From an optimization exercise on the open Yosys and OpenROAD flow, aimed at small area, a short achievable clock period and few clock cycles; shortcuts taken in it are not production practice. RTL that was checked went through simulation tests only; none was proved equivalent to the original. The RTL of runs 2 to 4 was laid out without a check of its function. No activity file was given, so power comes from the tool's default toggle rates.

`design/flow/flow/run.sh`:
```
#!/bin/bash
# The standard layout, with plain buffers (not delay cells) on the ports
# and timing repair aimed 12.7 ns below the clock period.
# make's output goes to make.log; each ORFS step also logs under orfs/logs/.
set -euo pipefail
bash standard.sh 'BUFFER_PORTS_ARGS=-buffer_cell sky130_fd_sc_hd__buf_2' SETUP_SLACK_MARGIN=12.7 finish > make.log 2>&1
```
`design/flow/standard.sh`:
```
#!/bin/bash
# synth_recipe.tcl (not shown) runs the flow's synth.tcl, then flattens the netlist and writes it again
# the make line also repeats each setting of config.mk as NAME=value (left out here)
make -C /OpenROAD-flow-scripts/flow DESIGN_CONFIG=/design/flow/config.mk WORK_HOME=/design/flow/orfs CLKGATE_MAP_FILE= SYNTH_SCRIPT=/design/flow/synth_recipe.tcl "${@:-finish}"
```
`design/flow/config.mk`:
```
export PLATFORM = sky130hd
export DESIGN_NAME = fpa_adder
export DESIGN_NICKNAME = fpa_adder
export VERILOG_FILES = /design/flow/design.v
export SDC_FILE = /design/flow/constraint.sdc
export NUM_CORES = 4
export LEC_CHECK = 0
export ABC_AREA = 1
export CAP_MARGIN = 20
export CORE_MARGIN = 2
export CORE_UTILIZATION = 60
export CTS_CLUSTER_DIAMETER = 100
export CTS_CLUSTER_SIZE = 30
export SLEW_MARGIN = 60
```
`design/flow/constraint.sdc`:
```
create_clock -name core_clock -period 17.0 [get_ports {i_clk}]
set_input_delay 3.4000 -clock core_clock [delete_from_list [all_inputs] [get_ports {i_clk}]]
set_output_delay 3.4000 -clock core_clock [all_outputs]
set_load 0.01 [all_outputs]
```
`design/flow/design.v`:
```
package fpa_pkg;
	localparam bit CUT_IN  = 1'b1;    
	localparam bit CUT_A   = 1'b1;    
	localparam bit CUT_B   = 1'b1;    
	localparam bit CUT_C   = 1'b1;    
	localparam bit CUT_OUT = 1'b1;    
	localparam int LAT     = CUT_IN + CUT_A + CUT_B + CUT_C + CUT_OUT;
	typedef struct packed {
		logic        sign;
		logic        nan;         
		logic        neg_big;     
		logic        neg_sml;     
		logic [7:0]  exp;         
		logic [22:0] big_x;       
		logic [26:0] sml_x;       
	} st_a_t;
	typedef struct packed {
		logic        sign;
		logic        nan;
		logic [7:0]  exp;
		logic [27:0] sum;         
	} st_b_t;
	typedef struct packed {
		logic        sign;
		logic        nan;
		logic [7:0]  exp;         
		logic [4:0]  lz;          
		logic [22:0] frac;
		logic        guard;
		logic        sticky;      
	} st_c_t;
endpackage
`timescale 1ns/1ps
module fpa_classify (
	input  logic [31:0]     i_a,
	input  logic [31:0]     i_b,
	input  logic            i_ea_ge,    
	input  logic            i_ea_lt,    
	output fpa_pkg::st_a_t  o_st
);
	logic [7:0]  ea;
	logic [7:0]  eb;
	logic        a_zero;
	logic        b_zero;
	logic        a_ones;
	logic        b_ones;
	logic        a_nan;
	logic        b_nan;
	logic        a_inf;
	logic        b_inf;
	logic        nan_res;
	logic        a_ge_b;      
	logic        fa_ge;       
	logic        e_eq;        
	logic        ea_ge;       
	logic        ea_lt;       
	logic        eff_sub;
	logic [8:0]  d_ab;
	logic [8:0]  d_ba;
	logic [7:0]  e_dist;
	logic [4:0]  shamt;       
	logic        sml_live;    
	logic [22:0] sml_frac;
	logic [22:0] big_frac;
	logic [26:0] sml_al;
	logic        neg_big;
	logic        neg_sml;
	logic [23:0] sml_m;
	logic [26:0] shifted;
	logic        sticky;
	assign ea = i_a[30:23];
	assign eb = i_b[30:23];
	assign a_zero = ~|ea;
	assign b_zero = ~|eb;
	assign a_ones = &ea;
	assign b_ones = &eb;
	assign a_nan  = a_ones & |i_a[22:0];
	assign b_nan  = b_ones & |i_b[22:0];
	assign a_inf  = a_ones & ~|i_a[22:0];
	assign b_inf  = b_ones & ~|i_b[22:0];
	assign nan_res = a_nan | b_nan | (a_inf & b_inf & (i_a[31] ^ i_b[31]));
	assign o_st.nan = nan_res;
	fpa_cmp_ge #(.W(31)) u_cmp (.i_a({8'h00, i_a[22:0]}), .i_b({8'h00, i_b[22:0]}), .o_ge(fa_ge));
	assign e_eq   = ea == eb;
	assign a_ge_b = ea_ge & (~e_eq | fa_ge);
	always_comb begin
		if (nan_res)
			o_st.sign = 1'b0;
		else if (a_zero & b_zero)
			o_st.sign = i_a[31] & i_b[31];
		else
			o_st.sign = a_ge_b ? i_a[31] : i_b[31];
	end
	assign eff_sub   = i_a[31] ^ i_b[31];
	assign d_ab   = {1'b0, ea} - {1'b0, eb};
	assign d_ba   = {1'b0, eb} - {1'b0, ea};
	assign ea_ge  = i_ea_ge;
	assign ea_lt  = i_ea_lt;
	assign e_dist = ea_lt ? d_ba[7:0] : d_ab[7:0];
	assign sml_live = ~(a_zero | b_zero);
	assign shamt    = (a_zero | b_zero | (e_dist > 8'd27)) ? 5'd27 : e_dist[4:0];
	assign o_st.exp      = ea_ge ? ea : eb;
	assign big_frac      = ea_ge ? i_a[22:0] : i_b[22:0];
	assign sml_frac      = ea_lt ? i_a[22:0] : i_b[22:0];
	assign neg_big = eff_sub & ~ea_lt & ~a_ge_b;
	assign neg_sml = eff_sub & (ea_lt | a_ge_b);
	assign o_st.neg_big = neg_big;
	assign o_st.neg_sml = neg_sml;
	assign sml_m   = {1'b1, sml_frac};
	assign shifted = {sml_m, 3'b000} >> shamt;
	always_comb begin
		sticky = 1'b0;
		for (int i = 0; i < 24; i++) begin
			if (shamt > 5'(i + 3)) sticky = sticky | sml_m[i];
		end
	end
	assign sml_al = {shifted[26:1], (shifted[0] | sticky) & sml_live};
	assign o_st.big_x = big_frac ^ {23{neg_big}};
	assign o_st.sml_x = sml_al ^ {27{neg_sml}};
endmodule
module fpa_cmp_ge #(
	parameter int W = 31
) (
	input  logic [W-1:0] i_a,
	input  logic [W-1:0] i_b,
	output logic         o_ge
);
	localparam int L = W + 1;    
	logic [2*L-2:0] gt;
	logic [2*L-2:0] eq;
	genvar k;
	generate
		for (k = 0; k < L; k++) begin : g_leaf
			if (k == 0) begin : g_pad
				assign gt[L - 1] = 1'b0;
				assign eq[L - 1] = 1'b1;
			end else begin : g_bit
				assign gt[L - 1 + k] = i_a[W - k] & ~i_b[W - k];
				assign eq[L - 1 + k] = ~(i_a[W - k] ^ i_b[W - k]);
			end
		end
		for (k = 0; k < L - 1; k++) begin : g_node
			assign gt[k] = gt[2*k + 1] | (eq[2*k + 1] & gt[2*k + 2]);
			assign eq[k] = eq[2*k + 1] & eq[2*k + 2];
		end
	endgenerate
	assign o_ge = gt[0] | eq[0];
endmodule
`timescale 1ns/1ps
module fpa_align_add (
	input  fpa_pkg::st_a_t  i_st,
	output fpa_pkg::st_b_t  o_st
);
	logic [27:0] big_ext;
	logic [27:0] sml_ext;
	logic [27:0] sum;
	assign big_ext = {i_st.neg_big, ~i_st.neg_big, i_st.big_x, {3{i_st.neg_big}}};
	assign sml_ext = {i_st.neg_sml, i_st.sml_x};
	fpa_add #(.N(28)) u_add (
		.i_a   (big_ext),
		.i_b   (sml_ext),
		.i_cin (i_st.neg_big | i_st.neg_sml),
		.o_sum (sum)
	);
	assign o_st.sum  = sum;
	assign o_st.nan  = i_st.nan;
	assign o_st.sign = i_st.sign;
	assign o_st.exp  = i_st.exp;
endmodule
module fpa_add #(
	parameter int N = 28
) (
	input  logic [N-1:0] i_a,
	input  logic [N-1:0] i_b,
	input  logic         i_cin,
	output logic [N-1:0] o_sum
);
	logic [N:0] g;
	logic [N:0] p;
	logic [N:0] x;
	always_comb begin
		x = {i_a ^ i_b, 1'b0};
		g = {i_a & i_b, i_cin};
		p = x;
		for (int d = 1; d <= N; d = d * 2) begin
			for (int i = 2 * d - 1; i <= N; i = i + 2 * d) begin
				g[i] = g[i] | (p[i] & g[i - d]);
				p[i] = p[i] & p[i - d];
			end
		end
		for (int d = 32; d >= 1; d = d / 2) begin
			for (int i = 3 * d - 1; i <= N; i = i + 2 * d) begin
				g[i] = g[i] | (p[i] & g[i - d]);
				p[i] = p[i] & p[i - d];
			end
		end
	end
	assign o_sum = x[N:1] ^ g[N-1:0];
endmodule
`timescale 1ns/1ps
module fpa_normalize (
	input  fpa_pkg::st_b_t  i_st,
	output fpa_pkg::st_c_t  o_st
);
	logic [27:0] s0;
	logic [27:0] s1;
	logic [27:0] s2;
	logic [27:0] s3;
	logic [27:0] s4;
	logic [27:0] s5;
	logic [4:0]  lz;
	logic        cancel;
	assign s0    = i_st.sum;
	assign lz[4] = ~|s0[27:12];
	assign s1    = lz[4] ? {s0[11:0], 16'h0} : s0;
	assign lz[3] = ~|s1[27:20];
	assign s2    = lz[3] ? {s1[19:0], 8'h0} : s1;
	assign lz[2] = ~|s2[27:24];
	assign s3    = lz[2] ? {s2[23:0], 4'h0} : s2;
	assign lz[1] = ~|s3[27:26];
	assign s4    = lz[1] ? {s3[25:0], 2'h0} : s3;
	assign lz[0] = ~s4[27];
	assign s5    = lz[0] ? {s4[26:0], 1'h0} : s4;
	assign cancel = ~|i_st.sum & |i_st.exp & ~&i_st.exp;
	assign o_st.frac   = s5[26:4];
	assign o_st.guard  = s5[3];
	assign o_st.sticky = |s5[2:0];
	assign o_st.lz     = lz;
	assign o_st.exp    = cancel ? 8'h00 : i_st.exp;
	assign o_st.sign   = i_st.sign & ~cancel;
	assign o_st.nan    = i_st.nan;
endmodule
`timescale 1ns/1ps
module fpa_special (
	input  fpa_pkg::st_c_t  i_st,
	output logic [31:0]     o_result
);
	logic        round_inc;
	logic [23:0] carry;       
	logic [22:0] frac_r;
	logic        all_ones;
	logic        mant_ovf;    
	logic [7:0]  exp_n;       
	logic        e_small;     
	logic        under0;      
	logic        under1;      
	logic        over0;       
	logic        over1;       
	logic        kill0;
	logic        under;
	logic        over;
	logic [7:0]  exp_inc;
	logic [7:0]  exp_out;
	logic        spec;        
	logic        ones;        
	assign round_inc = i_st.guard & (i_st.sticky | i_st.frac[0]);
	always_comb begin
		logic [23:0] p;
		p = {1'b1, i_st.frac};    
		for (int d = 1; d < 24; d = d * 2) begin
			for (int i = 2 * d - 1; i < 24; i = i + 2 * d) begin
				p[i] = p[i] & p[i - d];
			end
		end
		for (int d = 16; d >= 1; d = d / 2) begin
			for (int i = 3 * d - 1; i < 24; i = i + 2 * d) begin
				p[i] = p[i] & p[i - d];
			end
		end
		carry = {p[22:0], 1'b1} & {24{round_inc}};
	end
	assign frac_r   = i_st.frac ^ carry[22:0];
	assign all_ones = &i_st.frac;
	assign mant_ovf = round_inc & all_ones;
	assign exp_n   = i_st.exp + 8'd1 - {3'b000, i_st.lz};
	assign exp_inc = exp_n + 8'd1;
	assign e_small = ~|i_st.exp[7:5];
	assign under0  = e_small & ({1'b0, i_st.lz} > {1'b0, i_st.exp[4:0]});
	assign under1  = e_small & ({1'b0, i_st.lz} > {1'b0, i_st.exp[4:0]} + 6'd1);
	assign over0   = (i_st.lz == 5'd0) & (&i_st.exp[7:1]);
	assign over1   = ((i_st.lz == 5'd0) & (i_st.exp >= 8'd253)) | ((i_st.lz == 5'd1) & (&i_st.exp[7:1]));
	assign under   = mant_ovf ? under1 : under0;
	assign over    = mant_ovf ? over1 : over0;
	assign exp_out = mant_ovf ? exp_inc : exp_n;
	assign ones  = &i_st.exp;
	assign spec  = ones | ~|i_st.exp;
	assign kill0 = spec | under0 | over0;
	always_comb begin
		o_result[31] = i_st.sign;
		if (spec)
			o_result[30:23] = {8{ones}};
		else if (under)
			o_result[30:23] = 8'h00;
		else if (over)
			o_result[30:23] = 8'hFF;
		else
			o_result[30:23] = exp_out;
		o_result[22]   = (frac_r[22] & ~kill0) | i_st.nan;
		o_result[21:0] = frac_r[21:0] & {22{~kill0}};
	end
endmodule
`timescale 1ns/1ps
module fpa_adder (
	input  logic           i_clk,
	input  logic           i_arst_n,
	input  logic           i_valid,
	input  logic [31:0]    i_a,
	input  logic [31:0]    i_b,
	output logic           o_valid,
	output logic [31:0]    o_result
);
	logic [31:0]     op_a;
	logic [31:0]     op_b;
	logic            ea_ge;
	logic            op_ea_ge;     
	logic            op_ea_lt;     
	fpa_pkg::st_a_t  st_a_d;
	fpa_pkg::st_a_t  st_a_q;
	fpa_pkg::st_b_t  st_b_d;
	fpa_pkg::st_b_t  st_b_q;
	fpa_pkg::st_c_t  st_c_d;
	fpa_pkg::st_c_t  st_c_q;
	logic [31:0]     res_d;
	logic [fpa_pkg::LAT-1:0] vld;
	fpa_cmp_ge #(.W(15)) u_exp_cmp (.i_a({7'h0, i_a[30:23]}), .i_b({7'h0, i_b[30:23]}), .o_ge(ea_ge));
	fpa_classify  u_classify  (.i_a(op_a), .i_b(op_b), .i_ea_ge(op_ea_ge), .i_ea_lt(op_ea_lt), .o_st(st_a_d));
	fpa_align_add u_align_add (.i_st(st_a_q), .o_st(st_b_d));
	fpa_normalize u_normalize (.i_st(st_b_q), .o_st(st_c_d));
	fpa_special   u_special   (.i_st(st_c_q), .o_result(res_d));
	generate
		if (fpa_pkg::CUT_IN) begin : g_cut_in
			always_ff @(posedge i_clk) begin
				op_a     <= i_a;
				op_b     <= i_b;
				op_ea_ge <= ea_ge;
				op_ea_lt <= ~ea_ge;
			end
		end else begin : g_pass_in
			assign op_a     = i_a;
			assign op_b     = i_b;
			assign op_ea_ge = ea_ge;
			assign op_ea_lt = ~ea_ge;
		end
		if (fpa_pkg::CUT_A) begin : g_cut_a
			always_ff @(posedge i_clk) st_a_q <= st_a_d;
		end else begin : g_pass_a
			assign st_a_q = st_a_d;
		end
		if (fpa_pkg::CUT_B) begin : g_cut_b
			always_ff @(posedge i_clk) st_b_q <= st_b_d;
		end else begin : g_pass_b
			assign st_b_q = st_b_d;
		end
		if (fpa_pkg::CUT_C) begin : g_cut_c
			always_ff @(posedge i_clk) st_c_q <= st_c_d;
		end else begin : g_pass_c
			assign st_c_q = st_c_d;
		end
		if (fpa_pkg::CUT_OUT) begin : g_cut_out
			always_ff @(posedge i_clk) o_result <= res_d;
		end else begin : g_pass_out
			assign o_result = res_d;
		end
	endgenerate
	always_ff @(posedge i_clk or negedge i_arst_n) begin
		if (!i_arst_n)
			vld <= '0;
		else
			vld <= fpa_pkg::LAT'({vld, i_valid});
	end
	assign o_valid = vld[fpa_pkg::LAT-1];
endmodule
```
==> results of run 1 <==
[cells by family after synthesis]
family	after synthesis	share of synthesized area (%)
AO/OA/AOI/OAI	261	10.6
XOR/XNOR	67	4.34
adder cells (fa/ha/maj)	118	11.8
buffers and inverters	322	9.61
flip-flops	243	35.7
multiplexers	3	0.219
AND/OR/NAND/NOR	862	27.7
[per-layer routing]
layer	part of all wire (%)	up-vias	wire (um)
li1	-	6174	-
met1	42	5281	13300
met2	49	363	15600
met3	4.7	79	1510
met4	4.8	0	1520
met5	0	-	0
[sequential cells by signal, summed over array words and instances, names as in the netlist]
name,flops
o_result,32
op_a,32
op_b,32
op_ea_ge,1
op_ea_lt,1
st_a_q,62
st_b_q,38
st_c_q,40
vld,5
[report_power, final]
group | internal (uW) | switching, uW
logic | 341 | 581
clock network | 149 | 179
registers | 732 | 80.9
[cell usage in the layout (no fill, tap or decap), types with 4 or more instances in the layout]
| master | netlist | layout |
|---|---|---|
| o22ai_1 | 4 | 4 |
| buf_6 | 6 | 6 |
| o21bai_1 | 8 | 8 |
| inv_2 | 10 | 10 |
| nor2_1 | 117 | 117 |
| a21oi_1 | 52 | 50 |
| ha_1 | 100 | 98 |
| nand3_1 | 146 | 146 |
| dfrtp_1 | 5 | 5 |
| buf_2 | 17 | 93 |
| clkbuf_16 | 0 | 13 |
| nor4_1 | 17 | 13 |
| nor4_2 | 2 | 6 |
| inv_1 | 253 | 251 |
| o21ai_1 | 33 | 37 |
| nand4_1 | 34 | 34 |
| nand2_2 | 6 | 11 |
| xnor2_1 | 7 | 7 |
| o21ai_0 | 126 | 121 |
| a21o_1 | 5 | 5 |
| xor2_1 | 59 | 59 |
| nand3b_1 | 4 | 4 |
| dfxtp_1 | 238 | 232 |
| nor3_1 | 20 | 20 |
| nor3b_1 | 6 | 6 |
| nand2_1 | 486 | 481 |
| or2_2 | 5 | 5 |
| o211ai_1 | 5 | 5 |
| dfxtp_2 | 0 | 6 |
| buf_4 | 8 | 10 |
| nor2_4 | 3 | 4 |
| fa_1 | 18 | 18 |
[how the worst min path moves through the flow]
stage | endpoint | slack, ns
floorplan | o_result[31]$_DFF_P_ | 0.31
global placement | o_result[31]$_DFF_P_ | 0.31
detailed placement | st_b_q[34]$_DFF_P_ | 0.31
CTS | o_result[31]$_DFF_P_ | 0.34
global route | st_b_q[29]$_DFF_P_ | 0.35
finish | o_result[31]$_DFF_P_ | 0.33
[repair_timing]
action	4_1_cts	5_1_grt
buffers inserted	0	7
pin swaps	0	2
resized for setup	2	16
setup endpoints to repair	33	51
hold buffers	0	0
[stage by stage]
stage	instance area [sq um]	power (uW)	util (%)
detailed placement	14300	1720	63.7
CTS	14700	2050	65.4
floorplan	13700	1500	-
global route	14900	2250	66.0
finish	14900	2060	66.0
global placement	14300	1690	63.4
[cell type report]
| class | instances | area (sq um) | area share [%] |
|---|---|---|---|
| multi-input combinational | 1311 | 7600 | 51.1 |
| sequential | 243 | 4900 | 33.0 |
| inverter | 266 | 1010 | 6.77 |
| timing repair buffer | 110 | 628 | 4.23 |
| tap | 285 | 357 | 2.40 |
| clock buffer | 16 | 347 | 2.33 |
| clock inverter | 2 | 28.8 | 0.194 |
==> results.toml, run 1 <==
[synthesis]
synthFlopType = "dfxtp_1"
yosys-top-cells-count = "nand2_1 (486), inv_1 (253), dfxtp_1 (238)"
synth.net_count = 2061
ys_seq_elements = 243
async_flop_share_pct = 2.06
yosysMostFrequentCell = "nand2_1"
yosysTopAreaCellShare_pct = 34.8
yosys_warnings = 9
syn_inst = 1876
syn_area_per_cell_sq_um = 7.30
synth.largest_area_cell = "dfxtp_1"
yosys-top-cells-area = "dfxtp_1 (35%), nand2_1 (13%), ha_1 (9.1%)"
synth_cell_types = 59
synth_edf_count = 0
yosysSeqAreaShare_pct = 35.7
syn_area_sq_mm = 0.0137

[worst_setup_path]
endpoint_kind = "primary output"
crit_path_cell_trace = "buf_2"
startpoint_type = "register"
r2r-end = "st_a_q[0]$_DFF_P_"
critical_path.slowest_cell = "dfrtp_1"
cp.depth = 1
cpPeakStageDelay_ns = 0.37
cp-startpoint = "vld[4]$_DFF_PN0_"
reg2reg_depth = 25
crit_end = "o_valid"
r2r_setup_slack_ns = 13.08
crit_fanout = 1
crit_family = "flip-flops"
reg2reg_from = "op_b[23]$_DFF_P_"
path_class = "reg -> out"
worstPathArrival_ns = 1.00
required_ns = 13.60
worst-path-buf-inv = 1

[final_layout]
antenna_cells = 0
fill_cells = 2030
syn_to_final_growth_pct = 8.54
layout.nets = 2129
layout.cells.non_filler = 2233
drive_above_1_share_pct = 10.0

[routing]
wl_per_cell_um = 14.3
vias = 11900
wirelength_um = 31900
viasPerCell = 5.33
drtPass1Iterations = 7
postRouteAntennaNets = 0
drc = 0
drt-initial-drc-count = 805

[grt]
antenna_found_initial = 0
grt_busiest_layer = "met2"
grt_max_degree = 64
grt_remaining_overflow = 0
grt_pass1_vias = 11000
grtUsageMet2_pct = 47.8
grt_util_all_layers_pct = 26.3
grtUsageMet3_pct = 2.67
grt_pass1_wl_um = 51700
grt_use_met1_pct = 31.8

[timing]
worst_pin_slew_ns = 0.616
post-route-period-util_pct = 25.9
clock_skew_ns = 0.0166
hold_ws_ns = 0.333
slew_headroom_pct = 58.5
rsz0062_at_grt = "yes"
setup-tns-final_ns = 0
drv_slew = 0
setup_slack_ns = 12.60
hold_viol_final = 0
min_period_ns = 4.40
final-setup-viol-count = 0
max_freq_mhz = 228

[worst_hold_path]
holdPathStages = 0
hp-start = "st_c_q[39]$_DFF_P_"
holdCritPathClass = "reg -> reg"

[power]
leakagePower_uw = 0.00762
p_per_area_mw_per_mm2 = 139
peakVddDrop_uv = 130

[die]
io_pins = 100
design.core.area_sq_mm = 0.0225
die_w_um = 155
row_count = 55
initial_core_util_pct = 60.8
die-area_sq_mm = 0.0240
die_h_um = 155

[clocking]
cts_made_buffers = 12
clock_tree.buffer_depth = 3
clock_latency_ns = 0.50
clk_pin_slew_ns = 0.11
cts-root-buf = "clkbuf_16"
cts_htree_levels = 1
clkSinkCount = 243
cts_tree = "built"

[placed_design]
place_congestion = 0.999
dp.cells = 2207
dpl_worst_slack_ns = 12.22
port_buffers = 99
dp_hpwl_um = 25900

[run]
drv_cap = 0

[status]
status = "finished clean"
Testbench counts, summed over its fixed seeds: cycles 12,032.
==> inputs of run 2 (changes only) <==
--- a/design/flow/design.v
+++ b/design/flow/design.v
@@ -1,10 +1,11 @@
 package fpa_pkg;
 	localparam bit CUT_IN  = 1'b1;    
 	localparam bit CUT_A   = 1'b1;    
-	localparam bit CUT_B   = 1'b1;    
-	localparam bit CUT_C   = 1'b1;    
+	localparam bit CUT_B   = 1'b0;    
+	localparam bit CUT_N   = 1'b1;    
+	localparam bit CUT_C   = 1'b0;    
 	localparam bit CUT_OUT = 1'b1;    
-	localparam int LAT     = CUT_IN + CUT_A + CUT_B + CUT_C + CUT_OUT;
+	localparam int LAT     = CUT_IN + CUT_A + CUT_B + CUT_N + CUT_C + CUT_OUT;
 	typedef struct packed {
 		logic        sign;
 		logic        nan;         
@@ -24,6 +25,13 @@
 		logic        sign;
 		logic        nan;
 		logic [7:0]  exp;         
+		logic        lz;          
+		logic [27:0] val;         
+	} st_n_t;
+	typedef struct packed {
+		logic        sign;
+		logic        nan;
+		logic [7:0]  exp;         
 		logic [4:0]  lz;          
 		logic [22:0] frac;
 		logic        guard;
@@ -198,21 +206,35 @@
 	assign o_sum = x[N:1] ^ g[N-1:0];
 endmodule
 `timescale 1ns/1ps
-module fpa_normalize (
+module fpa_norm_hi (
 	input  fpa_pkg::st_b_t  i_st,
-	output fpa_pkg::st_c_t  o_st
+	output fpa_pkg::st_n_t  o_st
 );
 	logic [27:0] s0;
 	logic [27:0] s1;
+	logic        lz;
+	logic        cancel;
+	assign s0    = i_st.sum;
+	assign lz    = ~|s0[27:12];
+	assign s1    = lz ? {s0[11:0], 16'h0} : s0;
+	assign cancel = ~|i_st.sum & |i_st.exp & ~&i_st.exp;
+	assign o_st.val  = s1;
+	assign o_st.lz   = lz;
+	assign o_st.exp  = cancel ? 8'h00 : i_st.exp;
+	assign o_st.sign = i_st.sign & ~cancel;
+	assign o_st.nan  = i_st.nan;
+endmodule
+module fpa_normalize (
+	input  fpa_pkg::st_n_t  i_st,
+	output fpa_pkg::st_c_t  o_st
+);
+	logic [27:0] s1;
 	logic [27:0] s2;
 	logic [27:0] s3;
 	logic [27:0] s4;
 	logic [27:0] s5;
-	logic [4:0]  lz;
-	logic        cancel;
-	assign s0    = i_st.sum;
-	assign lz[4] = ~|s0[27:12];
-	assign s1    = lz[4] ? {s0[11:0], 16'h0} : s0;
+	logic [3:0]  lz;
+	assign s1    = i_st.val;
 	assign lz[3] = ~|s1[27:20];
 	assign s2    = lz[3] ? {s1[19:0], 8'h0} : s1;
 	assign lz[2] = ~|s2[27:24];
@@ -221,13 +243,12 @@
 	assign s4    = lz[1] ? {s3[25:0], 2'h0} : s3;
 	assign lz[0] = ~s4[27];
 	assign s5    = lz[0] ? {s4[26:0], 1'h0} : s4;
-	assign cancel = ~|i_st.sum & |i_st.exp & ~&i_st.exp;
 	assign o_st.frac   = s5[26:4];
 	assign o_st.guard  = s5[3];
 	assign o_st.sticky = |s5[2:0];
-	assign o_st.lz     = lz;
-	assign o_st.exp    = cancel ? 8'h00 : i_st.exp;
-	assign o_st.sign   = i_st.sign & ~cancel;
+	assign o_st.lz     = {i_st.lz, lz};
+	assign o_st.exp    = i_st.exp;
+	assign o_st.sign   = i_st.sign;
 	assign o_st.nan    = i_st.nan;
 endmodule
 `timescale 1ns/1ps
@@ -318,6 +339,8 @@
 	fpa_pkg::st_a_t  st_a_q;
 	fpa_pkg::st_b_t  st_b_d;
 	fpa_pkg::st_b_t  st_b_q;
+	fpa_pkg::st_n_t  st_n_d;
+	fpa_pkg::st_n_t  st_n_q;
 	fpa_pkg::st_c_t  st_c_d;
 	fpa_pkg::st_c_t  st_c_q;
 	logic [31:0]     res_d;
@@ -325,7 +348,8 @@
 	fpa_cmp_ge #(.W(15)) u_exp_cmp (.i_a({7'h0, i_a[30:23]}), .i_b({7'h0, i_b[30:23]}), .o_ge(ea_ge));
 	fpa_classify  u_classify  (.i_a(op_a), .i_b(op_b), .i_ea_ge(op_ea_ge), .i_ea_lt(op_ea_lt), .o_st(st_a_d));
 	fpa_align_add u_align_add (.i_st(st_a_q), .o_st(st_b_d));
-	fpa_normalize u_normalize (.i_st(st_b_q), .o_st(st_c_d));
+	fpa_norm_hi   u_norm_hi   (.i_st(st_b_q), .o_st(st_n_d));
+	fpa_normalize u_normalize (.i_st(st_n_q), .o_st(st_c_d));
 	fpa_special   u_special   (.i_st(st_c_q), .o_result(res_d));
 	generate
 		if (fpa_pkg::CUT_IN) begin : g_cut_in
@@ -351,6 +375,11 @@
 		end else begin : g_pass_b
 			assign st_b_q = st_b_d;
 		end
+		if (fpa_pkg::CUT_N) begin : g_cut_n
+			always_ff @(posedge i_clk) st_n_q <= st_n_d;
+		end else begin : g_pass_n
+			assign st_n_q = st_n_d;
+		end
 		if (fpa_pkg::CUT_C) begin : g_cut_c
 			always_ff @(posedge i_clk) st_c_q <= st_c_d;
 		end else begin : g_pass_c
==> design/flow/flow/run.sh (replaced) <==
#!/bin/bash
# The standard layout, with plain buffers (not delay cells) on the ports
# and timing repair aimed 12.6 ns below the clock period.
# make's output goes to make.log; each ORFS step also logs under orfs/logs/.
set -euo pipefail
bash standard.sh 'BUFFER_PORTS_ARGS=-buffer_cell sky130_fd_sc_hd__buf_2' SETUP_SLACK_MARGIN=12.6 finish > make.log 2>&1
==> run 2 against run 1 <==
Net effect: still clean on timing, DRC and antenna; critical path depth is the same; fmax up 0.50%; count of clock-buffer cells in the layout fell by 3; first-iteration DRC count up 24%; largest cell class unchanged.
==> results.toml, run 2 <==
[synthesis]
synth_cell_types = 60
syn_area_sq_mm = 0.0133
async_flop_share_pct = 1.97
yosys.area_share.xor_xnor_pct = 5.06
synthFlopType = "dfxtp_1"
synth.largest_area_cell = "dfxtp_1"
synth_compound_area_share_pct = 11.0
yosysMostFrequentCell = "nand2_1"
synthMuxAreaShare_pct = 0.151
yosysTopAreaCellShare_pct = 30.0
synth_top_family_by_area = "simple AND/OR/NAND/NOR gates"
synth_adder_area_share_pct = 12.4
synthSimpleGateAreaFrac_pct = 31.3
yosys-top-cells-area = "dfxtp_1 (30%), nand2_1 (13%), ha_1 (9.7%)"
synth_edf_count = 0
synth.net_count = 2054
ys_seq_elements = 203
yosysSeqAreaShare_pct = 30.7
syn_area_per_cell_sq_um = 7.13
yosys_warnings = 9
yosys-top-cells-count = "nand2_1 (475), inv_1 (227), dfxtp_1 (199)"
syn_inst = 1866

[timing]
clock_skew_ns = 0.0246
setup-tns-final_ns = 0
rsz0062_at_grt = "yes"
worst_pin_slew_ns = 0.824
hold_ws_ns = 0.338
hold_viol_final = 0
max_freq_mhz = 229
slew_headroom_pct = 45.0
post-route-period-util_pct = 25.7
final-setup-viol-count = 0
drv_slew = 0
min_period_ns = 4.37

[die]
die_h_um = 153
die-area_sq_mm = 0.0234
design.core.area_sq_mm = 0.0218
initial_core_util_pct = 60.9
io_pins = 100
row_count = 54
die_w_um = 153

[final_layout]
antenna_cells = 0
layout.nets = 2137
final_common_cell = "nand2_1"
top_regs = "st_a_q: 62 flops, st_n_q: 39 flops"
regMostFlops = "st_a_q"
syn_to_final_growth_pct = 10.7
final_util_pct = 67.4
largest_reg_flops = 62
layout_common_cells = "nand2_1 (464), inv_1 (223), dfxtp_1 (195), nand3_1 (160), o21ai_0 (132)"
drive_above_1_share_pct = 14.1

[power]
peakVddDrop_uv = 78.5
leakagePower_uw = 0.00748
p_per_area_mw_per_mm2 = 160

[worst_setup_path]
worstPathArrival_ns = 0.97
worst-path-buf-inv = 1
endpoint_kind = "primary output"
reg2reg_depth = 27
reg2reg_from = "st_a_q[59]$_DFF_P_"
crit_family = "flip-flops"
crit_fanout = 1
r2r-end = "st_n_q[33]$_SDFF_PP0_"
critical_path.slowest_cell = "dfxtp_1"
required_ns = 13.60
startpoint_type = "register"
r2r_setup_slack_ns = 12.87
cpPeakStageDelay_ns = 0.36
crit_path_cell_trace = "buf_2"
path_class = "reg -> out"

[grt]
grt_remaining_overflow = 0
grt_pass1_wl_um = 58600
grt_max_degree = 65
grt_pass1_vias = 11700
grt_util_all_layers_pct = 30.6
antenna_found_initial = 0

[placed_design]
place_congestion = 1.00
port_buffers = 99
dp_hpwl_um = 29000

[clocking]
clock_latency_ns = 0.48
ctsHoldBuffers = 0
cts_made_buffers = 11
clkSinkCount = 203
clock_tree.buffer_depth = 3
cts_tree = "built"
cts-root-buf = "clkbuf_16"
clk_pin_slew_ns = 0.11
cts_htree_levels = 1

[routing]
postRouteAntennaNets = 0
drc = 0
drtPass1Iterations = 7
viasPerCell = 5.64
vias = 12600
wl_per_cell_um = 16.8
wirelength_um = 37500
drt-initial-drc-count = 1000

[status]
status = "finished clean"

[worst_hold_path]
hold_end = "st_n_q[37]$_DFF_P_"
holdCritPathClass = "reg -> reg"
hp-start = "st_a_q[60]$_DFF_P_"
holdPathStages = 0

[run]
drv_cap = 0
[run 2: kinds of logic after synthesis]
kind of cell / Yosys count
simple gates: 903
flops: 203
fa+ha+maj: 121
mux: 2
buf+inv: 302
compound gates: 259
xor+xnor: 76
[run 2: how the worst max path moves through the flow]
stage                                    start                  to  cells after the start
after floorplan                        i_a[23]    op_ea_ge$_DFF_P_                      9
after global placement        op_ea_lt$_DFF_P_   st_a_q[2]$_DFF_P_                     20
after detailed placement               i_b[23]    op_ea_ge$_DFF_P_                     11
after CTS                   st_a_q[59]$_DFF_P_  st_n_q[25]$_DFF_P_                     26
after global routing                   i_b[23]    op_ea_lt$_DFF_P_                     12
final                     o_result[20]$_DFF_P_        o_result[20]                      1
[run 2: cell type report]
class	instances	area, sq um
fillers	1975	7110
repair buffers	127	736
inverters	240	925
clock inverters	3	38.8
multi-input cells	1366	8280
flip-flops and latches	203	4100
well taps	280	350
clock buffers	13	293
[run 2: per-stage QoR]
stage / instances / worst slack [ns] / cell area [sq um] / total power [uW]
floorplan: 1866 / 12.57 / 13300 / 1660
global route: 2232 / 12.53 / 14700 / 2550
finish: 2232 / 12.63 / 14700 / 2360
detailed placement: 2188 / 12.14 / 13900 / 1980
CTS: 2206 / 12.59 / 14300 / 2280
global placement: 2186 / 11.31 / 13900 / 1950
[run 2: per-layer routing]
| metal | up-vias | share of wire (%) | global-route usage [%] |
|---|---|---|---|
| met3 | 113 | 5.7 | 3.09 |
| met5 | - | 0 | 0 |
| li1 | 6263 | - | - |
| met4 | 0 | 4.4 | 11.8 |
| met2 | 469 | 50 | 55.9 |
| met1 | 5754 | 40 | 37.1 |
[run 2: timing repair]
action	CTS	global route
pin swaps	2	16
setup buffers	1	21
gates resized for setup	7	40
gates cloned	1	4
setup endpoints to repair	47	69
[run 2: power by group]
part	internal [uW]	switching [uW]	total [uW]
logic	465	933	1400
clock network	129	159	287
registers	602	69.5	671
==> inputs of run 3 (changes only) <==
==> design/flow/flow/run.sh (replaced) <==
#!/bin/bash
# The standard layout, with plain buffers (not delay cells) on the ports.
# make's output goes to make.log; each ORFS step also logs under orfs/logs/.
set -euo pipefail
bash standard.sh 'BUFFER_PORTS_ARGS=-buffer_cell sky130_fd_sc_hd__buf_2' finish > make.log 2>&1
==> run 3 against run 2 <==
Net effect: still clean on timing, DRC and antenna; clock power fell by 2%; core utilization fell by 2.1 points; total power fell by 3.7%; final cell count fell by 1.1%; combinational power fell by 6%; first-iteration DRC count fell by 9.1%; critical path type is now reg -> reg; largest cell class unchanged.
==> results.toml, run 3 <==
[status]
status = "finished clean"

[placed_design]
port_buffers = 99
place_congestion = 0.981
dpl_worst_slack_ns = 12.05
dp_hpwl_um = 28300

[clocking]
cts_tree = "built"
clock_tree.buffer_depth = 3
clock_latency_ns = 0.47
ctsResizeCount = 0
ctsHoldBuffers = 0
cts_htree_levels = 1
cts-root-buf = "clkbuf_16"
cts_setup_buffers = 0
clk_pin_slew_ns = 0.11
clkSinkCount = 203
cts_made_buffers = 11

[power]
leakagePower_uw = 0.00736
p_switching_uw = 1110
swShare_pct = 49.0
p_per_area_mw_per_mm2 = 159
seqPwrFrac_pct = 29.3
p_comb_share_pct = 58.3
pwr-share-clk_pct = 12.4
finalPower_uw = 2270
p_int_uw = 1160
peakVddDrop_uv = 91.2

[die]
row_count = 54
design.core.area_sq_mm = 0.0218
die_h_um = 153
io_pins = 100
die-area_sq_mm = 0.0234
die_w_um = 153
initial_core_util_pct = 60.9

[worst_setup_path]
worstPathArrival_ns = 5.09
reg2reg_from = "st_a_q[59]$_DFF_P_"
startpoint_type = "register"
r2r-end = "st_n_q[20]$_DFF_P_"
required_ns = 17.42
crit_fanout = 12
r2r_setup_slack_ns = 12.34
path_class = "reg -> reg"
reg2reg_depth = 26
cpPeakStageDelay_ns = 0.46
endpoint_kind = "register"
crit_top_cell = "nand2_1"
critical_path.slowest_cell = "dfxtp_1"

[routing]
postRouteAntennaNets = 0
wirelength_um = 35300
wl_per_cell_um = 16.0
drt-initial-drc-count = 909
vias = 12400
drtPass1Iterations = 7
viasPerCell = 5.63
drc = 0

[synthesis]
synthFlopType = "dfxtp_1"
ys_seq_elements = 203
syn_inst = 1866
async_flop_share_pct = 1.97
yosysTopAreaCellShare_pct = 30.0
synth.largest_area_cell = "dfxtp_1"
yosysMostFrequentCell = "nand2_1"
yosys-top-cells-area = "dfxtp_1 (30%), nand2_1 (13%), ha_1 (9.7%)"
syn_area_per_cell_sq_um = 7.13
synth_edf_count = 0
yosys_warnings = 9
yosysSeqAreaShare_pct = 30.7
syn_area_sq_mm = 0.0133
yosys-top-cells-count = "nand2_1 (475), inv_1 (227), dfxtp_1 (199)"
synth.net_count = 2054
synth_cell_types = 60

[final_layout]
regMostFlops = "st_a_q"
top_regs = "st_a_q: 62 flops, st_n_q: 39 flops"
layout.nets = 2111
layout_common_cells = "nand2_1 (475), inv_1 (226), dfxtp_1 (198), nand3_1 (162), o21ai_0 (137)"
fill_cells = 2006
drive_above_1_share_pct = 11.2
syn_to_final_growth_pct = 7.27
largest_reg_flops = 62
final_common_cell = "nand2_1"

[timing]
clock_skew_ns = 0.0148
worst_pin_slew_ns = 0.612
rsz0062_at_grt = "no"
hold_viol_final = 0
setup-tns-final_ns = 0
min_period_ns = 4.66
final-setup-viol-count = 0
setup_slack_ns = 12.34
drv_slew = 0
slew_headroom_pct = 58.8
max_freq_mhz = 214
post-route-period-util_pct = 27.4

[grt]
grtUsageMet3_pct = 4.14
grt_pass1_vias = 11700
grtUsageMet2_pct = 54.0
grt_util_all_layers_pct = 29.8
antenna_found_initial = 1
grt_busiest_layer = "met2"
grt_use_met1_pct = 35.4
grt_remaining_overflow = 0
grt_pass1_wl_um = 57400
grt_max_degree = 65

[worst_hold_path]
holdCritPathClass = "reg -> reg"
hold_end = "o_result[31]$_DFF_P_"
holdPathStages = 0
hp-start = "st_n_q[38]$_DFF_P_"

[run]
drv_cap = 0
## run 3: cell counts after synthesis
No cell type changed its count.
## run 3: critical path: cells and delay by family (launching register included)
kind | cells | cell delay (ns)
compound gates | 1 | 0.26
simple gates | 19 | 2.83
flops | 1 | 0.46
fa+ha+maj | 3 | 0.84
buf+inv | 3 | 0.25
## run 3: worst max-delay path by stage
stage	startpoint	end	slack, ns	depth (start not counted)
floorplan	i_b[23]	op_ea_ge$_DFF_P_	12.46	10
global placement	op_ea_lt$_DFF_P_	st_a_q[4]$_DFF_P_	11.87	21
detailed placement	i_b[23]	op_ea_ge$_DFF_P_	12.05	11
CTS	st_a_q[59]$_DFF_P_	st_n_q[20]$_DFF_P_	12.37	26
global route	st_a_q[59]$_DFF_P_	st_n_q[25]$_DFF_P_	11.69	26
finish	st_a_q[59]$_DFF_P_	st_n_q[20]$_DFF_P_	12.34	26
## run 3: final cells by class
type | count | area (sq um) | area share, %
multi-input cells | 1361 | 8020 | 56.2
flip-flops and latches | 203 | 4090 | 28.7
well taps | 280 | 350 | 2.46
clock buffers | 12 | 279 | 1.96
inverters | 240 | 908 | 6.37
clock inverters | 4 | 46.3 | 0.325
diodes | 1 | 2.50 | 0.0175
repair buffers | 106 | 568 | 3.98
## run 3: per-layer routing
layer | part of all wire [%] | wire, um
met2 | 48 | 17000
met3 | 6.3 | 2220
met5 | 0 | 0
met1 | 40 | 14300
met4 | 4.9 | 1730
## run 3: cells by family (layout without fill, tap and decap cells)
| logic type | after synthesis | after routing | synth area share, % |
|---|---|---|---|
| adder cells (fa/ha/maj) | 121 | 121 | 12.4 |
| other | 0 | 1 | 0 |
| flip-flops | 203 | 203 | 30.7 |
| AND/OR/NAND/NOR | 903 | 903 | 31.3 |
| XOR/XNOR | 76 | 76 | 5.06 |
| AO/OA/AOI/OAI | 259 | 259 | 11.0 |
| multiplexers | 2 | 2 | 0.151 |
| buffers and inverters | 302 | 362 | 9.43 |
## run 3: power by group through the flow
stage	Clock, uW	Combinational, uW	Sequential (uW)
2_1_floorplan	0	985	677
3_3_place_gp	0	1280	676
3_5_place_dp	0	1300	677
4_1_cts	290	1310	666
5_1_grt	306	1490	675
6_report	282	1320	664
## run 3: stage by stage
| stage | instance area, sq um | utilization, % | cells | hold slack (ns) |
|---|---|---|---|---|
| 4_1_cts | 14200 | 65.2 | 2205 | 0.343 |
| 2_1_floorplan | 13300 | - | 1866 | 0.310 |
| 6_report | 14300 | 65.4 | 2207 | 0.343 |
| 3_5_place_dp | 13900 | 63.7 | 2189 | 0.313 |
| 5_1_grt | 14300 | 65.4 | 2206 | 0.350 |
| 3_3_place_gp | 13800 | 63.4 | 2188 | 0.310 |
==> inputs of run 4 (changes only) <==
--- a/design/flow/design.v
+++ b/design/flow/design.v
@@ -1,18 +1,16 @@
 package fpa_pkg;
 	localparam bit CUT_IN  = 1'b1;    
 	localparam bit CUT_A   = 1'b1;    
-	localparam bit CUT_B   = 1'b0;    
-	localparam bit CUT_N   = 1'b1;    
-	localparam bit CUT_C   = 1'b0;    
+	localparam bit CUT_B   = 1'b1;    
+	localparam bit CUT_C   = 1'b1;    
 	localparam bit CUT_OUT = 1'b1;    
-	localparam int LAT     = CUT_IN + CUT_A + CUT_B + CUT_N + CUT_C + CUT_OUT;
+	localparam int LAT     = CUT_IN + CUT_A + CUT_B + CUT_C + CUT_OUT;
 	typedef struct packed {
 		logic        sign;
 		logic        nan;         
-		logic        neg_big;     
 		logic        neg_sml;     
 		logic [7:0]  exp;         
-		logic [22:0] big_x;       
+		logic [22:0] big_frac;    
 		logic [26:0] sml_x;       
 	} st_a_t;
 	typedef struct packed {
@@ -25,13 +23,6 @@
 		logic        sign;
 		logic        nan;
 		logic [7:0]  exp;         
-		logic        lz;          
-		logic [27:0] val;         
-	} st_n_t;
-	typedef struct packed {
-		logic        sign;
-		logic        nan;
-		logic [7:0]  exp;         
 		logic [4:0]  lz;          
 		logic [22:0] frac;
 		logic        guard;
@@ -42,8 +33,7 @@
 module fpa_classify (
 	input  logic [31:0]     i_a,
 	input  logic [31:0]     i_b,
-	input  logic            i_ea_ge,    
-	input  logic            i_ea_lt,    
+	input  logic [2:0]      i_e_cmp,    
 	output fpa_pkg::st_a_t  o_st
 );
 	logic [7:0]  ea;
@@ -61,7 +51,6 @@
 	logic        fa_ge;       
 	logic        e_eq;        
 	logic        ea_ge;       
-	logic        ea_lt;       
 	logic        eff_sub;
 	logic [8:0]  d_ab;
 	logic [8:0]  d_ba;
@@ -71,7 +60,6 @@
 	logic [22:0] sml_frac;
 	logic [22:0] big_frac;
 	logic [26:0] sml_al;
-	logic        neg_big;
 	logic        neg_sml;
 	logic [23:0] sml_m;
 	logic [26:0] shifted;
@@ -102,17 +90,14 @@
 	assign eff_sub   = i_a[31] ^ i_b[31];
 	assign d_ab   = {1'b0, ea} - {1'b0, eb};
 	assign d_ba   = {1'b0, eb} - {1'b0, ea};
-	assign ea_ge  = i_ea_ge;
-	assign ea_lt  = i_ea_lt;
-	assign e_dist = ea_lt ? d_ba[7:0] : d_ab[7:0];
+	assign ea_ge  = i_e_cmp[2] | (i_e_cmp[1] & i_e_cmp[0]);
+	assign e_dist = ea_ge ? d_ab[7:0] : d_ba[7:0];
 	assign sml_live = ~(a_zero | b_zero);
 	assign shamt    = (a_zero | b_zero | (e_dist > 8'd27)) ? 5'd27 : e_dist[4:0];
 	assign o_st.exp      = ea_ge ? ea : eb;
-	assign big_frac      = ea_ge ? i_a[22:0] : i_b[22:0];
-	assign sml_frac      = ea_lt ? i_a[22:0] : i_b[22:0];
-	assign neg_big = eff_sub & ~ea_lt & ~a_ge_b;
-	assign neg_sml = eff_sub & (ea_lt | a_ge_b);
-	assign o_st.neg_big = neg_big;
+	assign big_frac      = a_ge_b ? i_a[22:0] : i_b[22:0];
+	assign sml_frac      = a_ge_b ? i_b[22:0] : i_a[22:0];
+	assign neg_sml = eff_sub;
 	assign o_st.neg_sml = neg_sml;
 	assign sml_m   = {1'b1, sml_frac};
 	assign shifted = {sml_m, 3'b000} >> shamt;
@@ -123,7 +108,7 @@
 		end
 	end
 	assign sml_al = {shifted[26:1], (shifted[0] | sticky) & sml_live};
-	assign o_st.big_x = big_frac ^ {23{neg_big}};
+	assign o_st.big_frac = big_frac;
 	assign o_st.sml_x = sml_al ^ {27{neg_sml}};
 endmodule
 module fpa_cmp_ge #(
@@ -162,12 +147,12 @@
 	logic [27:0] big_ext;
 	logic [27:0] sml_ext;
 	logic [27:0] sum;
-	assign big_ext = {i_st.neg_big, ~i_st.neg_big, i_st.big_x, {3{i_st.neg_big}}};
+	assign big_ext = {2'b01, i_st.big_frac, 3'b000};
 	assign sml_ext = {i_st.neg_sml, i_st.sml_x};
 	fpa_add #(.N(28)) u_add (
 		.i_a   (big_ext),
 		.i_b   (sml_ext),
-		.i_cin (i_st.neg_big | i_st.neg_sml),
+		.i_cin (i_st.neg_sml),
 		.o_sum (sum)
 	);
 	assign o_st.sum  = sum;
@@ -206,35 +191,21 @@
 	assign o_sum = x[N:1] ^ g[N-1:0];
 endmodule
 `timescale 1ns/1ps
-module fpa_norm_hi (
-	input  fpa_pkg::st_b_t  i_st,
-	output fpa_pkg::st_n_t  o_st
-);
-	logic [27:0] s0;
-	logic [27:0] s1;
-	logic        lz;
-	logic        cancel;
-	assign s0    = i_st.sum;
-	assign lz    = ~|s0[27:12];
-	assign s1    = lz ? {s0[11:0], 16'h0} : s0;
-	assign cancel = ~|i_st.sum & |i_st.exp & ~&i_st.exp;
-	assign o_st.val  = s1;
-	assign o_st.lz   = lz;
-	assign o_st.exp  = cancel ? 8'h00 : i_st.exp;
-	assign o_st.sign = i_st.sign & ~cancel;
-	assign o_st.nan  = i_st.nan;
-endmodule
 module fpa_normalize (
-	input  fpa_pkg::st_n_t  i_st,
+	input  fpa_pkg::st_b_t  i_st,
 	output fpa_pkg::st_c_t  o_st
 );
+	logic [27:0] s0;
 	logic [27:0] s1;
 	logic [27:0] s2;
 	logic [27:0] s3;
 	logic [27:0] s4;
 	logic [27:0] s5;
-	logic [3:0]  lz;
-	assign s1    = i_st.val;
+	logic [4:0]  lz;
+	logic        cancel;
+	assign s0    = i_st.sum;
+	assign lz[4] = ~|s0[27:12];
+	assign s1    = lz[4] ? {s0[11:0], 16'h0} : s0;
 	assign lz[3] = ~|s1[27:20];
 	assign s2    = lz[3] ? {s1[19:0], 8'h0} : s1;
 	assign lz[2] = ~|s2[27:24];
@@ -243,12 +214,13 @@
 	assign s4    = lz[1] ? {s3[25:0], 2'h0} : s3;
 	assign lz[0] = ~s4[27];
 	assign s5    = lz[0] ? {s4[26:0], 1'h0} : s4;
+	assign cancel = ~|i_st.sum & |i_st.exp & ~&i_st.exp;
 	assign o_st.frac   = s5[26:4];
 	assign o_st.guard  = s5[3];
 	assign o_st.sticky = |s5[2:0];
-	assign o_st.lz     = {i_st.lz, lz};
-	assign o_st.exp    = i_st.exp;
-	assign o_st.sign   = i_st.sign;
+	assign o_st.lz     = lz;
+	assign o_st.exp    = cancel ? 8'h00 : i_st.exp;
+	assign o_st.sign   = i_st.sign & ~cancel;
 	assign o_st.nan    = i_st.nan;
 endmodule
 `timescale 1ns/1ps
@@ -332,38 +304,32 @@
 );
 	logic [31:0]     op_a;
 	logic [31:0]     op_b;
-	logic            ea_ge;
-	logic            op_ea_ge;     
-	logic            op_ea_lt;     
+	logic [2:0]      e_cmp;
+	logic [2:0]      op_e_cmp;     
 	fpa_pkg::st_a_t  st_a_d;
 	fpa_pkg::st_a_t  st_a_q;
 	fpa_pkg::st_b_t  st_b_d;
 	fpa_pkg::st_b_t  st_b_q;
-	fpa_pkg::st_n_t  st_n_d;
-	fpa_pkg::st_n_t  st_n_q;
 	fpa_pkg::st_c_t  st_c_d;
 	fpa_pkg::st_c_t  st_c_q;
 	logic [31:0]     res_d;
 	logic [fpa_pkg::LAT-1:0] vld;
-	fpa_cmp_ge #(.W(15)) u_exp_cmp (.i_a({7'h0, i_a[30:23]}), .i_b({7'h0, i_b[30:23]}), .o_ge(ea_ge));
-	fpa_classify  u_classify  (.i_a(op_a), .i_b(op_b), .i_ea_ge(op_ea_ge), .i_ea_lt(op_ea_lt), .o_st(st_a_d));
+	assign e_cmp = {i_a[30:27] > i_b[30:27], i_a[30:27] == i_b[30:27], i_a[26:23] >= i_b[26:23]};
+	fpa_classify  u_classify  (.i_a(op_a), .i_b(op_b), .i_e_cmp(op_e_cmp), .o_st(st_a_d));
 	fpa_align_add u_align_add (.i_st(st_a_q), .o_st(st_b_d));
-	fpa_norm_hi   u_norm_hi   (.i_st(st_b_q), .o_st(st_n_d));
-	fpa_normalize u_normalize (.i_st(st_n_q), .o_st(st_c_d));
+	fpa_normalize u_normalize (.i_st(st_b_q), .o_st(st_c_d));
 	fpa_special   u_special   (.i_st(st_c_q), .o_result(res_d));
 	generate
 		if (fpa_pkg::CUT_IN) begin : g_cut_in
 			always_ff @(posedge i_clk) begin
 				op_a     <= i_a;
 				op_b     <= i_b;
-				op_ea_ge <= ea_ge;
-				op_ea_lt <= ~ea_ge;
+				op_e_cmp <= e_cmp;
 			end
 		end else begin : g_pass_in
 			assign op_a     = i_a;
 			assign op_b     = i_b;
-			assign op_ea_ge = ea_ge;
-			assign op_ea_lt = ~ea_ge;
+			assign op_e_cmp = e_cmp;
 		end
 		if (fpa_pkg::CUT_A) begin : g_cut_a
 			always_ff @(posedge i_clk) st_a_q <= st_a_d;
@@ -375,11 +341,6 @@
 		end else begin : g_pass_b
 			assign st_b_q = st_b_d;
 		end
-		if (fpa_pkg::CUT_N) begin : g_cut_n
-			always_ff @(posedge i_clk) st_n_q <= st_n_d;
-		end else begin : g_pass_n
-			assign st_n_q = st_n_d;
-		end
 		if (fpa_pkg::CUT_C) begin : g_cut_c
 			always_ff @(posedge i_clk) st_c_q <= st_c_d;
 		end else begin : g_pass_c
==> run 4 against run 3 <==
Net effect: synthesized area grew 1.3%; final area grew 1.7%; global-route usage shrank 1.5 points; clock skew grew 0.010 ns; die area grew 1.3%; core utilization grew 0.69 points; total power shrank 12%; fmax grew 6.3%; critical endpoint is now o_valid.
==> results.toml, run 4 <==
[synthesis]
yosysSeqAreaShare_pct = 36.3
yosys_warnings = 8
synth.net_count = 2040
syn_area_per_cell_sq_um = 7.25
synthFlopType = "dfxtp_1"
synth_edf_count = 0
yosysMostFrequentCell = "nand2_1"
synth_cell_types = 56
yosys-top-cells-area = "dfxtp_1 (35%), nand2_1 (14%), ha_1 (9.1%)"
syn_inst = 1859
yosysTopAreaCellShare_pct = 35.4
synth.largest_area_cell = "dfxtp_1"
yosys-top-cells-count = "nand2_1 (485), dfxtp_1 (238), inv_1 (232)"
syn_area_sq_mm = 0.0135
ys_seq_elements = 243
async_flop_share_pct = 2.06

[routing]
drtPass1Iterations = 6
viasPerCell = 5.51
wl_per_cell_um = 15.6
drt-initial-drc-count = 1134
postRouteAntennaNets = 0
drc = 0
vias = 12100
wirelength_um = 34300

[grt]
grt_busiest_layer = "met2"
grtUsageMet2_pct = 47.6
grt_remaining_overflow = 0
grt_util_all_layers_pct = 28.4
grtUsageMet3_pct = 6.91
grt_pass1_vias = 11200
grt_use_met1_pct = 36.7
antenna_found_initial = 0
grt_pass1_wl_um = 54600
grt_max_degree = 70

[worst_hold_path]
hp-start = "st_a_q[50]$_DFF_P_"
holdCritPathClass = "reg -> reg"
holdPathStages = 0
hold_end = "st_b_q[28]$_DFF_P_"

[power]
swShare_pct = 41.6
p_per_area_mw_per_mm2 = 138
seqPwrFrac_pct = 40.4
leakagePower_uw = 0.00736
p_switching_uw = 835
p_comb_share_pct = 43.6
pwr-share-clk_pct = 15.9
peakVddDrop_uv = 106
p_int_uw = 1170

[clocking]
cts_htree_levels = 1
cts_made_buffers = 12
cts_tree = "built"
cts_setup_buffers = 0
clk_pin_slew_ns = 0.11
cts-root-buf = "clkbuf_16"
clkSinkCount = 243
ctsHoldBuffers = 0
clock_tree.buffer_depth = 3
ctsResizeCount = 0
clock_latency_ns = 0.49

[die]
die_h_um = 154
die-area_sq_mm = 0.0237
initial_core_util_pct = 61.3
design.core.area_sq_mm = 0.0220
io_pins = 100
row_count = 54
die_w_um = 154

[worst_setup_path]
startpoint_type = "register"
worstPathArrival_ns = 0.99
worst-path-buf-inv = 1
crit_fanout = 1
r2r_setup_slack_ns = 12.71
crit_path_cell_trace = "buf_2"
r2r-end = "st_a_q[0]$_DFF_P_"
reg2reg_depth = 23
cpPeakStageDelay_ns = 0.37
required_ns = 13.60
path_class = "reg -> out"
reg2reg_from = "op_a[23]$_DFF_P_"
crit_family = "flip-flops"
critical_path.slowest_cell = "dfrtp_1"
endpoint_kind = "primary output"

[final_layout]
fill_cells = 2031
top_regs = "st_a_q: 61 flops, st_c_q: 40 flops, st_b_q: 38 flops"
layout_common_cells = "nand2_1 (483), dfxtp_1 (238), inv_1 (232), nand3_1 (151), o21ai_0 (134)"
layout.nets = 2101
drive_above_1_share_pct = 9.21
regMostFlops = "st_a_q"
fin_area_sq_mm = 0.0145
syn_to_final_growth_pct = 7.68
final_common_cell = "nand2_1"
largest_reg_flops = 61

[timing]
worst_pin_slew_ns = 0.627
setup-tns-final_ns = 0
post-route-period-util_pct = 25.8
max_freq_mhz = 228
rsz0062_at_grt = "no"
drv_slew = 0
clock_skew_ns = 0.0249
slew_headroom_pct = 57.7
final-setup-viol-count = 0
min_period_ns = 4.39
hold_viol_final = 0

[placed_design]
dp_hpwl_um = 27600
port_buffers = 99
place_congestion = 1.09
place_area_sq_mm = 0.0141

[status]
status = "finished clean"

[run]
drv_cap = 0
run 4: worst max path at each step:
stage,from,end,slack [ns],depth (start not counted)
after floorplan,i_b[24],op_e_cmp[0]$_DFF_P_,12.89,6
after global placement,op_a[25]$_DFF_P_,st_a_q[3]$_DFF_P_,12.53,15
after detailed placement,op_a[23]$_DFF_P_,st_a_q[0]$_DFF_P_,12.64,23
after CTS,op_a[27]$_DFF_P_,st_a_q[3]$_DFF_P_,12.60,15
after global routing,op_a[23]$_DFF_P_,st_a_q[0]$_DFF_P_,12.42,23
final,vld[4]$_DFF_PN0_,o_valid,12.61,1
run 4: stage by stage:
stage | util [%] | hold slack (ns) | power (uW) | worst slack [ns] | cells
after floorplan | - | 0.310 | 1450 | 12.89 | 1859
after global placement | 63.9 | 0.311 | 1660 | 12.53 | 2184
after detailed placement | 64.2 | 0.312 | 1680 | 12.64 | 2184
after CTS | 65.8 | 0.335 | 2000 | 12.60 | 2200
after global routing | 66.0 | 0.341 | 2160 | 12.42 | 2202
final | 66.1 | 0.329 | 2010 | 12.61 | 2204
run 4: per-layer routing:
| metal | routed length (um) | share of wire, % |
|---|---|---|
| met1 | 14900 | 44 |
| met2 | 15700 | 46 |
| met3 | 2770 | 8.1 |
| met4 | 862 | 2.5 |
| met5 | 0 | 0 |
run 4: layout make-up:
cell class / instances / area [sq um] / share of cell area (%)
multi-input cells: 1311 / 7430 / 51.2
flip-flops and latches: 243 / 4890 / 33.7
inverters: 249 / 937 / 6.46
repair buffers: 103 / 529 / 3.65
well taps: 280 / 350 / 2.42
clock buffers: 14 / 329 / 2.27
clock inverters: 2 / 35.0 / 0.242
diodes: 2 / 5.00 / 0.0345
run 4: cell families after synthesis:
family / Yosys count / synth area share (%)
buffers and inverters: 305 / 9.23
DFF: 243 / 36.3
AOI/OAI and AO/OA: 291 / 12.0
and+or+nand+nor: 858 / 27.8
adders and majority gates: 114 / 11.5
xor gates and xnor gates: 46 / 2.99
muxes: 2 / 0.158
run 4: power groups by stage:
stage / Clock [uW] / Sequential, uW / Combinational (uW)
after floorplan: 0 / 817 / 629
after global placement: 0 / 822 / 843
after detailed placement: 0 / 825 / 858
after CTS: 328 / 812 / 862
after global routing: 349 / 825 / 991
final: 319 / 811 / 876
==> inputs of run 5 (changes only) <==
--- a/design/flow/design.v
+++ b/design/flow/design.v
@@ -52,8 +52,8 @@
 	logic        e_eq;        
 	logic        ea_ge;       
 	logic        eff_sub;
-	logic [8:0]  d_ab;
-	logic [8:0]  d_ba;
+	logic [7:0]  e_big;
+	logic [7:0]  e_sml;
 	logic [7:0]  e_dist;
 	logic [4:0]  shamt;       
 	logic        sml_live;    
@@ -88,13 +88,13 @@
 			o_st.sign = a_ge_b ? i_a[31] : i_b[31];
 	end
 	assign eff_sub   = i_a[31] ^ i_b[31];
-	assign d_ab   = {1'b0, ea} - {1'b0, eb};
-	assign d_ba   = {1'b0, eb} - {1'b0, ea};
+	assign e_big  = ea_ge ? ea : eb;
+	assign e_sml  = ea_ge ? eb : ea;
 	assign ea_ge  = i_e_cmp[2] | (i_e_cmp[1] & i_e_cmp[0]);
-	assign e_dist = ea_ge ? d_ab[7:0] : d_ba[7:0];
+	assign e_dist = e_big - e_sml;
 	assign sml_live = ~(a_zero | b_zero);
 	assign shamt    = (a_zero | b_zero | (e_dist > 8'd27)) ? 5'd27 : e_dist[4:0];
-	assign o_st.exp      = ea_ge ? ea : eb;
+	assign o_st.exp      = e_big;
 	assign big_frac      = a_ge_b ? i_a[22:0] : i_b[22:0];
 	assign sml_frac      = a_ge_b ? i_b[22:0] : i_a[22:0];
 	assign neg_sml = eff_sub;
==> run 5 against run 4 <==
Net effect: clock power rose by 4%; highest routed layer unchanged; first-iteration DRC count is 40% lower; register-to-register slack better by 0.23 ns; still clean on timing, DRC and antenna; final cell count shrank 1.0%; die area shrank 1.3%; sequential share of layout area increased by 0.37 points; final area shrank 1.1%.
==> results.toml, run 5 <==
[synthesis]
synthSimpleGateAreaFrac_pct = 27.9
yosysSeqAreaShare_pct = 36.8
synth_edf_count = 0
yosys.area_share.xor_xnor_pct = 3.01
syn_area_sq_mm = 0.0133
syn_area_per_cell_sq_um = 7.26
synth_top_family_by_area = "simple AND/OR/NAND/NOR gates"
yosys_warnings = 8
yosys-top-cells-count = "nand2_1 (450), dfxtp_1 (238), inv_1 (222)"
ys_seq_elements = 243
synth_compound_area_share_pct = 12.3
yosysMostFrequentCell = "nand2_1"
synthMuxAreaShare_pct = 0.678
synth.net_count = 1998
synthFlopType = "dfxtp_1"
syn_inst = 1832
yosys-top-cells-area = "dfxtp_1 (36%), nand2_1 (13%), ha_1 (8.0%)"
async_flop_share_pct = 2.06
synth.largest_area_cell = "dfxtp_1"
yosysTopAreaCellShare_pct = 35.8
synth_adder_area_share_pct = 10.1
synth_cell_types = 59

[die]
row_count = 54
io_pins = 100
die-area_sq_mm = 0.0234
die_w_um = 153
initial_core_util_pct = 61.1
design.core.area_sq_mm = 0.0218
die_h_um = 153

[timing]
min_period_ns = 4.37
setup-tns-final_ns = 0
clock_skew_ns = 0.0143
worst_pin_slew_ns = 0.577
setup_slack_ns = 12.63
rsz0062_at_grt = "no"
hold_ws_ns = 0.339
slew_headroom_pct = 61.5
max_freq_mhz = 229
drv_slew = 0
post-route-period-util_pct = 25.7
hold_viol_final = 0
final-setup-viol-count = 0

[worst_setup_path]
startpoint_type = "register"
r2r-end = "st_a_q[0]$_DFF_P_"
crit_fanout = 1
crit_path_cell_trace = "buf_2"
path_class = "reg -> out"
cpPeakStageDelay_ns = 0.37
worst-path-buf-inv = 1
endpoint_kind = "primary output"
critical_path.slowest_cell = "dfrtp_1"
r2r_setup_slack_ns = 12.94
crit_family = "flip-flops"
crit_end = "o_valid"
reg2reg_from = "op_e_cmp[2]$_DFF_P_"
cp.depth = 1
required_ns = 13.60
worstPathArrival_ns = 0.97
reg2reg_depth = 26
cp-startpoint = "vld[4]$_DFF_PN0_"

[final_layout]
syn_to_final_growth_pct = 7.93
layout.nets = 2063
final_common_cell = "nand2_1"
antenna_cells = 0
drive_above_1_share_pct = 10.5
layout_common_cells = "nand2_1 (449), dfxtp_1 (238), inv_1 (221), nor2_1 (138), nand3_1 (133)"
top_regs = "st_a_q: 61 flops, st_c_q: 40 flops, st_b_q: 38 flops"
largest_reg_flops = 61
regMostFlops = "st_a_q"

[placed_design]
dp_hpwl_um = 25600
place_congestion = 1.02
port_buffers = 99
dpl_worst_slack_ns = 12.70

[clocking]
cts_htree_levels = 1
clock_tree.buffer_depth = 3
cts-root-buf = "clkbuf_16"
ctsHoldBuffers = 0
clk_pin_slew_ns = 0.10
cts_tree = "built"
cts_made_buffers = 12
cts_setup_buffers = 0
clock_latency_ns = 0.49
ctsResizeCount = 0
clkSinkCount = 243

[routing]
drt-initial-drc-count = 685
viasPerCell = 5.35
vias = 11700
postRouteAntennaNets = 0
drtPass1Iterations = 5
wirelength_um = 31400
wl_per_cell_um = 14.4
drc = 0

[grt]
grt_pass1_wl_um = 51700
grt_max_degree = 68
antenna_found_initial = 0
grt_pass1_vias = 10900
grt_util_all_layers_pct = 26.8
grt_remaining_overflow = 0

[power]
leakagePower_uw = 0.00721
peakVddDrop_uv = 119
p_per_area_mw_per_mm2 = 138

[run]
drv_cap = 0

[worst_hold_path]
holdCritPathClass = "reg -> reg"

[status]
status = "finished clean"
-- run 5: changes by cell type after synthesis, moves of 10 or more --
cell | previous run | this run
nor2_1 | 106 | 139
o21ai_0 | 138 | 128
nand2_1 | 485 | 450
nand3_1 | 151 | 134
ha_1 | 98 | 85
inv_1 | 232 | 222
-- run 5: kinds of logic after synthesis --
kind of cell / count (synthesis)
simple gates: 842
buf+inv: 301
compound gates: 294
flops: 243
fa+ha+maj: 99
xor+xnor: 44
mux: 9
-- run 5: cell type report --
type                    count  area (sq um)
well taps                 280           350
flip-flops and latches    243          4890
clock inverters             3          57.6
multi-input cells        1288          7240
fillers                  1958          7410
repair buffers            104           541
inverters                 248           933
clock buffers              15           333
-- run 5: worst min-delay path by stage --
| stage | from | endpoint | slack (ns) | depth (start not counted) |
|---|---|---|---|---|
| 3_3_place_gp | st_c_q[39]$_DFF_P_ | o_result[31]$_DFF_P_ | 0.31 | 0 |
| 3_5_place_dp | st_a_q[53]$_DFF_P_ | st_b_q[31]$_DFF_P_ | 0.31 | 0 |
| 4_1_cts | st_a_q[53]$_DFF_P_ | st_b_q[31]$_DFF_P_ | 0.34 | 0 |
| 2_1_floorplan | st_c_q[39]$_DFF_P_ | o_result[31]$_DFF_P_ | 0.31 | 0 |
| 6_report | st_a_q[59]$_DFF_P_ | st_b_q[36]$_DFF_P_ | 0.34 | 0 |
| 5_1_grt | st_a_q[50]$_DFF_P_ | st_b_q[28]$_DFF_P_ | 0.35 | 0 |
-- run 5: routing by layer --
metal  up-vias  wire [um]  GRT usage, %
met5         -          0             0
met4         0       1370          10.9
met3        85       1550          2.81
met2       352      15400          49.0
met1      5165      13200          32.1
li1       6075          -             -
-- run 5: per-stage QoR --
stage	cells	utilization (%)	power [uW]	instance area, sq um
after detailed placement	2162	64.0	1650	13900
after CTS	2180	65.8	1990	14300
after global placement	2162	63.8	1630	13900
final	2181	65.9	1980	14300
after global routing	2181	65.9	2150	14300
after floorplan	1832	-	1430	13300
-- run 5: where the power goes --
group          total, uW  internal [uW]  switching (uW)
Combinational        833            305             528
Sequential           818            725            93.5
Clock                332            159             174
Testbench counts of run 5, summed over its fixed seeds: cycles 12,032.

static timing again, ports no longer ideal:
No port has a modelled driver above. Below, the same layouts with a new extraction and two added sets of constraints.
Step 1 sets driving cells, clkbuf_16 on the clock port and buf_2 on the other inputs (assumed; they add their load-dependent delay and slew).
Step 2 adds t to the input delays and takes it off the output delays; t is the mean of the earliest and latest rising clock arrival at the registers after step 1. Input paths then give back, and output paths get back, about the clock's delay inside the block.
a / b / c = ideal / step 1 / step 2; a / b = the first two.
run | t (ns) | slack for setup (ns) | latest minus earliest clock arrival (ns)
run 1 | 0.530 | 12.605 / 12.562 / 12.300 | 0.016 / 0.017
run 2 | 0.518 | 12.627 / 12.581 / 12.216 | 0.025 / 0.025
run 3 | 0.512 | 12.336 / 12.336 / 12.057 | 0.015 / 0.015
run 4 | 0.525 | 12.613 / 12.566 / 12.709 | 0.030 / 0.030
run 5 | 0.526 | 12.626 / 12.578 / 12.727 | 0.016 / 0.015
After both steps every run listed still meets setup and hold. The setup slack of run 2, which loses most, moves by -0.046 ns with the drivers and by -0.411 ns with both steps.
